Background: an optimization exercise with open tools, aiming at small area and a short achievable clock period. Do not read the settings as production practice.
Where RTL was checked, it was by simulation tests only, not by an equivalence proof against the original.
Power and IR drop assume default switching activity.

==> flow/design.v <==
`default_nettype none
package BackEndPkg;
    localparam int DataMemWords = 64;
    localparam int DataMemAddrBits = $clog2(DataMemWords);
    localparam logic [31:0] LinkOffset = 32'd8;
    typedef enum logic [3:0] {
        AluAdd  = 4'd0,
        AluSub  = 4'd1,
        AluAnd  = 4'd2,
        AluOr   = 4'd3,
        AluXor  = 4'd4,
        AluNor  = 4'd5,
        AluSlt  = 4'd6,
        AluSltu = 4'd7,
        AluSll  = 4'd8,
        AluSrl  = 4'd9,
        AluSra  = 4'd10,
        AluLui  = 4'd11
    } AluOp;
    typedef enum logic [1:0] {
        SelWord = 2'd0,
        SelHalf = 2'd1,
        SelByte = 2'd2
    } ByteSel;
    typedef enum logic [1:0] {
        WbAlu  = 2'd0,
        WbMem  = 2'd1,
        WbLink = 2'd2
    } WbSrc;
    typedef struct packed {
        AluOp        Op;
        logic [31:0] OperandA;
        logic [31:0] OperandB;
        logic [31:0] StoreData;
        logic [31:0] Pc;
        logic [4:0]  RegDest;
        logic        RegWrite;
        logic        MemRead;
        logic        MemWrite;
        logic        SignedLoad;
        ByteSel      Width;
        WbSrc        Source;
    } IssueBundle;
    typedef struct packed {
        logic [31:0] AluResult;
        logic [31:0] StoreData;
        logic [31:0] Pc;
        logic [4:0]  RegDest;
        logic        RegWrite;
        logic        MemRead;
        logic        MemWrite;
        logic        SignedLoad;
        ByteSel      Width;
        WbSrc        Source;
    } ExMemBundle;
    typedef struct packed {
        logic [31:0] AluResult;
        logic [31:0] LoadData;
        logic [31:0] Pc;
        logic [4:0]  RegDest;
        logic        RegWrite;
        WbSrc        Source;
    } MemWbBundle;
    typedef struct packed {
        logic        Enable;
        logic [4:0]  Dest;
        logic [31:0] Data;
    } RegWritePort;
endpackage
`default_nettype wire
`default_nettype none
module BackEnd (
    input  wire logic         Clock,
    input  wire logic         rst,
    input  wire logic [144:0] Issue,
    input  wire logic         IssueValid,
    output wire logic [37:0]  WriteBack
);
    localparam int Words = BackEndPkg::DataMemWords;
    BackEndPkg::IssueBundle iss;
    assign iss = Issue;
    logic [31:0] opA, opB;
    assign opA = iss.OperandA;
    assign opB = iss.OperandB;
    logic [31:0] sumAdd, sumSub, sum;
    assign sumAdd = opA + opB;
    assign sumSub = opA - opB;
    assign sum    = iss.Op == BackEndPkg::AluSub ? sumSub : sumAdd;
    logic signedCompare;
    logic lessThan;
    assign signedCompare = iss.Op == BackEndPkg::AluSlt;
    assign lessThan = {opA[31] ^ signedCompare, opA[30:0]} < {opB[31] ^ signedCompare, opB[30:0]};
    logic [4:0]  shamt;
    logic [31:0] shl, shr;
    logic [31:0] logicValue;
    assign shamt = opB[4:0];
    assign shl   = opA << shamt;
    assign shr   = 32'($signed({iss.Op[1] & opA[31], opA}) >>> shamt);
    always_comb begin
        case (iss.Op)
            BackEndPkg::AluOr:   logicValue = opA | opB;
            BackEndPkg::AluXor:  logicValue = opA ^ opB;
            BackEndPkg::AluNor:  logicValue = ~(opA | opB);
            BackEndPkg::AluSll:  logicValue = shl;
            BackEndPkg::AluSrl:  logicValue = shr;
            BackEndPkg::AluSra:  logicValue = shr;
            BackEndPkg::AluLui:  logicValue = {opB[15:0], 16'd0};
            default:             logicValue = opA & opB;
        endcase
    end
    logic useSum, useLess;
    assign useSum  = iss.Op == BackEndPkg::AluAdd || iss.Op == BackEndPkg::AluSub;
    assign useLess = iss.Op == BackEndPkg::AluSlt || iss.Op == BackEndPkg::AluSltu;
    logic [7:0] addressSum, addressDiff;
    assign addressSum  = opA[7:0] + opB[7:0];
    assign addressDiff = opA[7:0] - opB[7:0];
    logic [7:0] address;
    always_comb begin
        if (iss.Op == BackEndPkg::AluAdd)
            address = addressSum;
        else if (iss.Op == BackEndPkg::AluSub)
            address = addressDiff;
        else if (useLess)
            address = 8'd0;
        else
            address = logicValue[7:0];
    end
    logic        accept;
    logic        isLoad, isStore, isLink, isWord, isHalf, isByte;
    logic [1:0]  lane;
    logic [31:0] storeLanes;
    logic [31:0] otherValue;
    logic [Words-1:0] wordSel;
    assign accept  = IssueValid & ~rst;
    assign isLoad  = iss.MemRead;
    assign isStore = iss.MemWrite;
    assign isLink  = iss.Source == BackEndPkg::WbLink;
    assign isWord  = iss.Width == BackEndPkg::SelWord;
    assign isHalf  = iss.Width == BackEndPkg::SelHalf;
    assign isByte  = iss.Width == BackEndPkg::SelByte;
    assign lane    = address[1:0];
    always_comb begin
        case (iss.Width)
            BackEndPkg::SelHalf: storeLanes = {2{iss.StoreData[15:0]}};
            BackEndPkg::SelByte: storeLanes = {4{iss.StoreData[7:0]}};
            default:             storeLanes = iss.StoreData;
        endcase
    end
    always_comb begin
        if (isStore)
            otherValue = storeLanes;
        else if (isLink)
            otherValue = iss.Pc + BackEndPkg::LinkOffset;
        else
            otherValue = logicValue;
    end
    always_comb begin
        for (int w = 0; w < Words; w++)
            wordSel[w] = address[7:2] == 6'(w);
    end
    logic       selSum, selOther, selLess;
    logic       selHiLane;
    always_comb begin
        selSum    = ~isLoad & ~isLink & useSum;
        selLess   = ~isLoad & ~isLink & useLess;
        selOther  = ~isLoad & ~selSum & ~selLess;
        selHiLane = isLoad & isWord;
    end
    function automatic logic [15:0] decodeLane(input logic [1:0] ln, input logic load,
                                               input logic byteWide, input logic halfWide,
                                               input logic signedLoad);
        logic [3:0] laneWrite, sel0Lane, signLane;
        logic       sel1Lane1, sel1Lane3, fill1, fillHi;
        if (halfWide)
            laneWrite = ln[1] ? 4'b1100 : 4'b0011;
        else if (byteWide)
            laneWrite = 4'b0001 << ln;
        else
            laneWrite = 4'b1111;
        sel0Lane   = load ? (4'b0001 << ln) : 4'b0000;
        sel1Lane1  = load & ~byteWide & ~ln[1];
        sel1Lane3  = load & ~byteWide & ln[1];
        if (load & signedLoad & byteWide)
            signLane = 4'b0001 << ln;
        else if (load & signedLoad & halfWide)
            signLane = ln[1] ? 4'b1000 : 4'b0010;
        else
            signLane = 4'b0000;
        fill1      = load & byteWide;
        fillHi     = load & (byteWide | halfWide);
        decodeLane = {laneWrite, sel0Lane, sel1Lane1, sel1Lane3, signLane, fill1, fillHi};
    endfunction
    logic [15:0] laneDec, laneDecLess0, laneDecLess1, laneDecAddr;
    assign laneDecLess0 = decodeLane(2'd0, isLoad, isByte, isHalf, iss.SignedLoad);
    assign laneDecLess1 = decodeLane(2'd1, isLoad, isByte, isHalf, iss.SignedLoad);
    assign laneDecAddr  = decodeLane(lane, isLoad, isByte, isHalf, iss.SignedLoad);
    assign laneDec      = !useLess ? laneDecAddr : lessThan ? laneDecLess1 : laneDecLess0;
    logic [31:0]      mSum, mOther;
    logic             mLess;
    logic [Words-1:0] mWordSel;
    logic [3:0]       mLaneWrite;
    logic             mEnable;
    logic [4:0]       mDest;
    logic             mSelSum, mSelOther, mSelLess;
    logic             mSelHiLane;
    logic [3:0]       mSel0Lane;
    logic             mSel1Lane1, mSel1Lane3;
    logic [3:0]       mSignLane;
    logic             mFill1, mFillHi;
    always_ff @(posedge Clock) begin
        mLaneWrite  <= (accept & isStore) ? laneDec[15:12] : 4'b0000;
        mEnable     <= accept & iss.RegWrite & (iss.RegDest != 5'd0);
        mSum        <= sum;
        mOther      <= otherValue;
        mLess       <= lessThan;
        mWordSel    <= wordSel;
        mDest       <= iss.RegDest;
        mSelSum     <= selSum;
        mSelOther   <= selOther;
        mSelLess    <= selLess;
        mSelHiLane  <= selHiLane;
        {mSel0Lane, mSel1Lane1, mSel1Lane3, mSignLane, mFill1, mFillHi} <= laneDec[11:0];
    end
    logic [Words*32-1:0] memBits;
    always_ff @(posedge Clock) begin
        for (int w = 0; w < Words; w++) begin
            for (int l = 0; l < 4; l++) begin
                if (mWordSel[w] & mLaneWrite[l])
                    memBits[w*32 + l*8 +: 8] <= mOther[l*8 +: 8];
            end
        end
    end
    logic [31:0] readWord;
    always_comb begin
        readWord = 32'd0;
        for (int w = 0; w < Words; w++)
            readWord = readWord | ({32{mWordSel[w]}} & memBits[w*32 +: 32]);
    end
    logic [Words-1:0] wordSign;
    logic             sign;
    always_comb begin
        for (int w = 0; w < Words; w++)
            wordSign[w] = |(mSignLane & {memBits[w*32 + 31], memBits[w*32 + 23],
                                         memBits[w*32 + 15], memBits[w*32 + 7]});
    end
    assign sign = |(mWordSel & wordSign);
    logic [7:0]  r0, r1, r2, r3;
    logic [31:0] base, wbData;
    assign {r3, r2, r1, r0} = readWord;
    assign base = ({32{mSelSum}} & mSum) | ({32{mSelOther}} & mOther)
                | {31'd0, mSelLess & mLess};
    always_comb begin
        wbData[7:0]   = base[7:0]
                      | ({8{mSel0Lane[0]}} & r0) | ({8{mSel0Lane[1]}} & r1)
                      | ({8{mSel0Lane[2]}} & r2) | ({8{mSel0Lane[3]}} & r3);
        wbData[15:8]  = base[15:8]
                      | ({8{mSel1Lane1}} & r1) | ({8{mSel1Lane3}} & r3) | {8{mFill1 & sign}};
        wbData[23:16] = base[23:16] | ({8{mSelHiLane}} & r2) | {8{mFillHi & sign}};
        wbData[31:24] = base[31:24] | ({8{mSelHiLane}} & r3) | {8{mFillHi & sign}};
    end
    logic        wEnable;
    logic [4:0]  wDest;
    logic [31:0] wData;
    always_ff @(posedge Clock) begin
        wEnable <= mEnable & ~rst;
        wDest   <= mDest;
        wData   <= wbData;
    end
    BackEndPkg::RegWritePort writeBackPort;
    assign writeBackPort.Enable = wEnable;
    assign writeBackPort.Dest   = wDest;
    assign writeBackPort.Data   = wData;
    assign WriteBack = writeBackPort;
endmodule
`default_nettype wire
clock: 5.0 ns
lec_check: 0
abc_area: 1
cap_margin: 20
core_margin: 2
core_utilization: 40
cts_cluster_diameter: 70
cts_cluster_size: 25
place_density: 0.6
setup_slack_margin: 2.5
slew_margin: 20
synth_memory_max_bits: 16384
standard.sh (not shown) runs the stock make flow with config.mk's settings and CLKGATE_MAP_FILE= SYNTH_SCRIPT=/design/flow/synth_recipe.tcl, a recipe that flattens the netlist after the stock synthesis.
==> flow/flow/run.sh <==
#!/bin/bash
# Own layout flow: the standard synthesis unchanged, then the standard
# ORFS steps with a few resizer and clock-tree settings changed:
#  - the resizer may swap a cell for any cell of the same function, not only
#    one with the same footprint (so port buffers and delay cells can become
#    plain buffers of the right size);
#  - ports are buffered with buf_4 instead of the default choice;
#  - clock-tree sink clusters of up to 25 sinks within 70 um, no dummy loads.
# Each step's full output goes to a log file in this folder.
set -euo pipefail
bash standard.sh synth > synth.log 2>&1
bash standard.sh \
  MATCH_CELL_FOOTPRINT=0 \
  "BUFFER_PORTS_ARGS=-buffer_cell sky130_fd_sc_hd__buf_4" \
  "CTS_ARGS=-sink_clustering_enable -repair_clock_nets -sink_clustering_size 25 -sink_clustering_max_diameter 70 -dont_use_dummy_load" \
  finish > layout.log 2>&1
The first run finished with timing, DRC and antenna clean.
Rerun with:
--- a/flow/design.v
+++ b/flow/design.v
@@ -81,12 +81,15 @@
     assign iss = Issue;
     logic [31:0] opA, opB;
     assign opA = iss.OperandA;
     assign opB = iss.OperandB;
-    logic [31:0] sumAdd, sumSub, sum;
-    assign sumAdd = opA + opB;
-    assign sumSub = opA - opB;
-    assign sum    = iss.Op == BackEndPkg::AluSub ? sumSub : sumAdd;
+    logic        subtract;
+    logic [31:0] addB;
+    logic [31:0] sum;
+    logic        carryIn;
+    assign subtract = iss.Op[0];
+    assign addB     = opB ^ {32{subtract}};
+    assign {sum, carryIn} = {opA, 1'b1} + {addB, subtract};
     logic signedCompare;
     logic lessThan;
     assign signedCompare = iss.Op == BackEndPkg::AluSlt;
     assign lessThan = {opA[31] ^ signedCompare, opA[30:0]} < {opB[31] ^ signedCompare, opB[30:0]};
=> The new run went through all stages and came out clean; core utilization goes down by 0.63 points; final area goes down by 1.6%; cell count goes down by 1.7%; clock-buffer cell count goes down by 7; area after synthesis goes down by about 0.6%; flip-flop and latch count does not change; synthesized cell count goes down by 1.5%; global-route usage goes down by 3.5 points; wire length goes down by about 10%; non-clock buffer count goes down by 83; via count goes down by 3.2%.
Function not checked in the first run of this note: the RTL went through the layout flow alone.

Another version of the RTL of BackEnd (not shown whole).
Size in the first run: about 7700 cells after synthesis, about 2300 flip-flops, roughly 190 I/O pins, about 94000 µm² of cells after synthesis.
clock: 5.0 ns
lec_check: 0
abc_area: 1
cap_margin: 20
core_margin: 2
core_utilization: 45
cts_cluster_diameter: 70
cts_cluster_size: 25
place_density: 0.65
setup_slack_margin: 2.5
slew_margin: 20
synth_memory_max_bits: 16384
Scripts as last shown in full above: flow/flow/run.sh
Change:
--- a/flow/design.v
+++ b/flow/design.v
@@ -245,42 +245,33 @@
         for (int w = 0; w < Words; w++)
             wordSign[w] = |(mSignLane & {memBits[w*32 + 31], memBits[w*32 + 23],
                                          memBits[w*32 + 15], memBits[w*32 + 7]});
     end
     assign sign = |(mWordSel & wordSign);
     logic [7:0]  r0, r1, r2, r3;
-    logic [31:0] base;
+    logic [31:0] base, wbData;
     assign {r3, r2, r1, r0} = readWord;
     assign base = ({32{mSelSum}} & mSum) | ({32{mSelOther}} & mOther)
                 | {31'd0, mSelLess & mLess};
-    logic [31:0] partA;
-    logic [15:0] partB;
-    logic        partFill;
-    always_comb begin
-        partA[7:0]   = base[7:0] | ({8{mSel0Lane[0]}} & r0) | ({8{mSel0Lane[1]}} & r1);
-        partB[7:0]   = ({8{mSel0Lane[2]}} & r2) | ({8{mSel0Lane[3]}} & r3);
-        partA[15:8]  = base[15:8] | ({8{mSel1Lane1}} & r1);
-        partB[15:8]  = ({8{mSel1Lane3}} & r3) | {8{mFill1 & sign}};
-        partA[23:16] = base[23:16] | ({8{mSelHiLane}} & r2);
-        partA[31:24] = base[31:24] | ({8{mSelHiLane}} & r3);
-        partFill     = mFillHi & sign;
+    always_comb begin
+        wbData[7:0]   = base[7:0]
+                      | ({8{mSel0Lane[0]}} & r0) | ({8{mSel0Lane[1]}} & r1)
+                      | ({8{mSel0Lane[2]}} & r2) | ({8{mSel0Lane[3]}} & r3);
+        wbData[15:8]  = base[15:8]
+                      | ({8{mSel1Lane1}} & r1) | ({8{mSel1Lane3}} & r3) | {8{mFill1 & sign}};
+        wbData[23:16] = base[23:16] | ({8{mSelHiLane}} & r2) | {8{mFillHi & sign}};
+        wbData[31:24] = base[31:24] | ({8{mSelHiLane}} & r3) | {8{mFillHi & sign}};
     end
     logic        wEnable;
     logic [4:0]  wDest;
-    logic [31:0] wPartA;
-    logic [15:0] wPartB;
-    logic        wPartFill;
     logic [31:0] wData;
     always_ff @(posedge Clock) begin
-        wEnable   <= mEnable & ~rst;
-        wDest     <= mDest;
-        wPartA    <= partA;
-        wPartB    <= partB;
-        wPartFill <= partFill;
-    end
-    assign wData = wPartA | {{16{wPartFill}}, wPartB};
+        wEnable <= mEnable & ~rst;
+        wDest   <= mDest;
+        wData   <= wbData;
+    end
     BackEndPkg::RegWritePort writeBackPort;
     assign writeBackPort.Enable = wEnable;
     assign writeBackPort.Dest   = wDest;
     assign writeBackPort.Data   = wData;
     assign WriteBack = writeBackPort;
 endmodule
Effect: The changed run finished with timing, DRC and antenna clean. Sequential power stays flat. Hold slack got worse by 0.0060 ns. Count of clock-buffer cells in the layout went up by 2. Final cell count went up by 2.6%. Total power went down by 1.4%. Final area went down by 1.6%. Die area stays flat. Critical path depth went up by 4. Setup slack improved by 0.19 ns. Wire length went down by 9.8%. First-iteration DRC count went down by 17%.
Function not checked in the first run of this note: the RTL went through the layout flow alone.

v6:
Another version of the RTL of BackEnd (not shown whole).
Size: roughly 7600 cells after synthesis, ~2200 flip-flops, roughly 190 I/O pins, roughly 0.092 mm2 of cells after synthesis.
==> flow/config.mk <==
export PLATFORM = sky130hd
export DESIGN_NAME = BackEnd
export DESIGN_NICKNAME = BackEnd
export VERILOG_FILES = /design/flow/design.v
export SDC_FILE = /design/flow/constraint.sdc
export NUM_CORES = 4
export LEC_CHECK = 0
export ABC_AREA = 1
export CAP_MARGIN = 20
export CORE_MARGIN = 2
export CORE_UTILIZATION = 40
export CTS_CLUSTER_DIAMETER = 70
export CTS_CLUSTER_SIZE = 25
export PLACE_DENSITY = 0.6
export SETUP_SLACK_MARGIN = 2.5
export SLEW_MARGIN = 20
export SYNTH_MEMORY_MAX_BITS = 16384
==> flow/constraint.sdc <==
create_clock -name core_clock -period 5.0 [get_ports {Clock}]
set_input_delay 1.0000 -clock core_clock [delete_from_list [all_inputs] [get_ports {Clock}]]
set_output_delay 1.0000 -clock core_clock [all_outputs]
set_load 0.01 [all_outputs]
Scripts as last shown in full above: flow/flow/run.sh
v6 ended with every stage complete and zero timing, DRC or antenna violations.
## Diff of input files: v7 against v6
--- a/flow/design.v
+++ b/flow/design.v
@@ -78,28 +78,35 @@
 );
     localparam int Words = BackEndPkg::DataMemWords;
     BackEndPkg::IssueBundle iss;
     assign iss = Issue;
     logic [31:0] opA, opB;
     assign opA = iss.OperandA;
     assign opB = iss.OperandB;
     logic        subtract;
     logic [31:0] addB;
     logic [31:0] sum;
+    logic        carryOut;
+    logic        lessThan;
+    assign subtract = iss.Op == BackEndPkg::AluSub || iss.Op == BackEndPkg::AluSlt
+                   || iss.Op == BackEndPkg::AluSltu;
+    assign addB     = opB ^ {32{subtract}};
     logic        carryIn;
-    assign subtract = iss.Op == BackEndPkg::AluSub;
-    assign addB     = opB ^ {32{subtract}};
-    assign {sum, carryIn} = {opA, 1'b1} + {addB, subtract};
-    logic signedCompare;
-    logic lessThan;
-    assign signedCompare = iss.Op == BackEndPkg::AluSlt;
-    assign lessThan = {opA[31] ^ signedCompare, opA[30:0]} < {opB[31] ^ signedCompare, opB[30:0]};
+    assign {carryOut, sum, carryIn} = {1'b0, opA, 1'b1} + {1'b0, addB, subtract};
+    always_comb begin
+        if (iss.Op == BackEndPkg::AluSltu)
+            lessThan = ~carryOut;
+        else if (opA[31] ^ opB[31])
+            lessThan = opA[31];
+        else
+            lessThan = sum[31];
+    end
     logic [4:0]  shamt;
     logic [31:0] shl, shr;
     logic [31:0] logicValue;
     assign shamt = opB[4:0];
     assign shl   = opA << shamt;
     assign shr   = 32'($signed({iss.Op[1] & opA[31], opA}) >>> shamt);
     always_comb begin
         case (iss.Op)
             BackEndPkg::AluOr:   logicValue = opA | opB;
             BackEndPkg::AluXor:  logicValue = opA ^ opB;
Notes after the runs:
Comparing final cell count without fillers for v7 and v6, the smaller number came from v7. Summary of v7 over v6: wire length on met1 neither gained nor lost much, peak supply drop picked up an extra about 1.5%, depth of the worst register-to-register path picked up an extra 3, relative max-transition margin picked up an extra 14 points. v7 reports a higher fraction of the cycle the final worst path needs than v6 does. [compare] base=v6 new=v7: post-layout worst setup margin moved down; first-pass iteration count of the detailed router moved down; global-route usage level; depth of the critical timing path with buffers and inverters included moved up; number of stages on the worst hold path moved up. Mapped cell area across v7 and v6: no real change.
Only the layout flow was run in v6; the RTL was not checked for function there.

==> what the ideal ports hide <==
Ports are ideal in the flow. The routed layouts listed here were re-timed in OpenROAD.
Step 1 assumes that a clkbuf_16 drives the clock port and a buf_2 every other input.
Step 2, shift: input delay + t, output delay - t, t = (earliest + latest rising clock arrival at the registers) / 2. This alone moves slack from input paths to output paths.
Slacks: ideal / step 1 / step 2; pairs: ideal / step 1.
run	t, ns	setup slack, ns	slew at the worst register clock pin (ns)	worst slew at a driven data input, ns	cell pins on the clock port's net
the first run of note 1	0.885	1.602 / 1.641 / 0.757	0.10 / 0.10	0.09	1
the second run of note 1	0.903	2.274 / 2.274 / 1.376	0.10 / 0.10	0.27	1
the first run of note 2	0.919	2.129 / 2.084 / 1.260	0.10 / 0.10	0.39	1
the second run of note 2	0.920	2.319 / 2.265 / 1.345	0.10 / 0.10	0.21	1
v6	0.899	2.169 / 2.169 / 1.370	0.10 / 0.10	0.23	1
v7	0.883	2.018 / 2.064 / 1.181	0.11 / 0.11	0.19	1
After both steps setup and hold are still met in every run listed. For the second run of note 2, which loses most, drivers alone change the setup slack by -0.054 ns; drivers and shift together by -0.974 ns.
